What follows belongs to an exercise in optimizing a design on an open flow for a short achievable clock period, few clock cycles per item and low power; a production flow would make more cautious choices.
Only simulation tests tie the RTL to the original design; equivalence was not proved.
Power is estimated from default activity; no workload was simulated.

==> v18: inputs <==
// peak_to_peak_power_meter_unit
module peak_to_peak_power_meter_unit #(
  parameter int ADC_BITS = 10
) (
  input  logic        clk,
  input  logic        rst_n,
  input  logic        in_valid,
  output logic        in_ready,
  input  logic        in_operation,
  input  logic [9:0]  in_adc_sample,
  input  logic [15:0] in_elapsed_ms,
  output logic        out_valid,
  input  logic        out_ready,
  output logic [19:0] out_rms_ma,
  output logic [19:0] out_power_watts,
  output logic [47:0] out_energy_watt_ms,
  input  logic        cfg_we,
  input  logic [2:0]  cfg_index,
  input  logic [15:0] cfg_data
);
Settings: LEC_CHECK=0, ABC_AREA=1, CAP_MARGIN=20, CORE_MARGIN=2, CORE_UTILIZATION=75, CTS_BUF_LIST=sky130_fd_sc_hd__clkbuf_16, CTS_CLUSTER_DIAMETER=100, CTS_CLUSTER_SIZE=28, SLEW_MARGIN=20; clock period 6.0 ns.
run.sh (not shown) runs the stock make flow with config.mk's settings and CLKGATE_MAP_FILE= SYNTH_SCRIPT=/design/flow/synth_recipe.tcl, a recipe that flattens the netlist after the stock synthesis.
==> inputs of v27, as changes to v18 <==
ABC_AREA = not set   (was 1)
==> comparison <==
- v27 finished with timing, DRC and antenna clean. v18 completed without violations.
- Against v27, the fmax of v18 is smaller by about 0.5%.
- Between v18 and v27, the lower critical path depth is in v27 (gap 10).
- Worst hold slack: v18 is lower than v27 (0.0019 ns).
- Against v27, the global-route usage of v18 is higher by 6.1 points.
- Of v27 and v18, v18 has the higher combinational power (gap 38%, measured against v18).
- Against v27, the via count of v18 is larger by about 24%.
- Of v27 and v18, v18 has the higher final area (gap about 7%, measured against v18).
Testbench counts of v18, summed over its fixed seeds: cycles 12,564, items 1,280.
Testbench counts of v27, summed over its fixed seeds: cycles 12,564, items 1,280.

---

==> lagoon <==
Another version of the RTL of peak_to_peak_power_meter_unit (not shown whole).
Design peak_to_peak_power_meter_unit, start of the top module:
module peak_to_peak_power_meter_unit #(
  parameter int ADC_BITS = 10
) (
  input  logic        clk,
  input  logic        rst_n,
  input  logic        in_valid,
  output logic        in_ready,
  input  logic        in_operation,
  input  logic [9:0]  in_adc_sample,
  input  logic [15:0] in_elapsed_ms,
  output logic        out_valid,
  input  logic        out_ready,
  output logic [19:0] out_rms_ma,
  output logic [19:0] out_power_watts,
  output logic [47:0] out_energy_watt_ms,
  input  logic        cfg_we,
  input  logic [2:0]  cfg_index,
  input  logic [15:0] cfg_data
);
==> flow/config.mk <==
export PLATFORM = sky130hd
export DESIGN_NAME = peak_to_peak_power_meter_unit
export DESIGN_NICKNAME = peak_to_peak_power_meter_unit
export VERILOG_FILES = /design/flow/design.v
export SDC_FILE = /design/flow/constraint.sdc
export NUM_CORES = 4
export LEC_CHECK = 0
export CAP_MARGIN = 20
export CORE_MARGIN = 2
export CORE_UTILIZATION = 40
export SLEW_MARGIN = 20
==> flow/constraint.sdc <==
create_clock -name core_clock -period 6.0 [get_ports {clk}]
set_input_delay 1.2000 -clock core_clock [delete_from_list [all_inputs] [get_ports {clk}]]
set_output_delay 1.2000 -clock core_clock [all_outputs]
set_load 0.01 [all_outputs]
==> garnet (differences from lagoon) <==
Settings changed: CORE_UTILIZATION 40 to 60, CTS_BUF_LIST set to sky130_fd_sc_hd__clkbuf_4, CTS_CLUSTER_SIZE set to 25, SETUP_SLACK_MARGIN set to 2.0.
==> qor summary <==
| quantity | garnet | lagoon |
|---|---|---|
| Depth of the critical timing path with buffers and inverters included | 18 | 15 |
| Number of CTS-inserted buffers | 88 | 41 |
| Overall power consumption | 6490 uW | 6410 uW |
| Met2 Track Usage GR | 0.679 | 0.466 |
| Met1 Resource Use GR | 0.541 | 0.374 |
| Data buffer area share | 0.108 | 0.0522 |
| FILL cells | 6,789 | 12,600 |
| Post-route core utilization | 0.717 | 0.436 |
| Upper clock frequency limit | 205 MHz | 187 MHz |
| Run status | complete, no violations | complete, no violations |
| Clock insertion delay at the later pin of the skew report | 1010 ps | 640 ps |
| Arr. time, crit path | 5560 ps | 5760 ps |
| Number of non-clock buffers in the layout | 609 | 323 |
| H-tree levels | 3 | 2 |
| Pin slew with the least headroom to its limit | 1020 ps | 1120 ps |
| Clk power | 2090 uW | 2470 uW |
| Cell total after placement | 7,407 | 8,001 |
| Endpoint of the most critical setup path | acc_r[10] | acc_r[15] |
| Diodes inserted | 12 | 4 |
Testbench counts of lagoon, summed over its fixed seeds: cycles 13,061, items 1,280.
Testbench counts of garnet, summed over its fixed seeds: cycles 13,061, items 1,280.

==> re-timing with driven ports <==
The flow's constraints put no driver on any port. The routed layouts listed below were extracted and timed again, unchanged, in two steps.
Step 1 assumes that a clkbuf_16 drives the clock port and a buf_2 every other input.
Step 2, shift: input delay + t, output delay - t, t = (earliest + latest rising clock arrival at the registers) / 2. This alone moves slack from input paths to output paths.
a / b / c = ideal ports / drivers / drivers and shift; a / b = the first two.
| run | t (ns) | setup slack, ns | worst slew at a driven data input, ns |
|---|---|---|---|
| v18 | 0.645 | 0.219 / 0.219 / 0.219 | 0.07 |
| v27 | 0.605 | 0.248 / 0.248 / 0.248 | 0.06 |
| lagoon | 0.682 | 0.653 / 0.653 / 0.653 | 0.10 |
| garnet | 1.015 | 1.110 / 1.110 / 1.110 | 0.08 |
After both steps setup and hold are still met in every run listed.
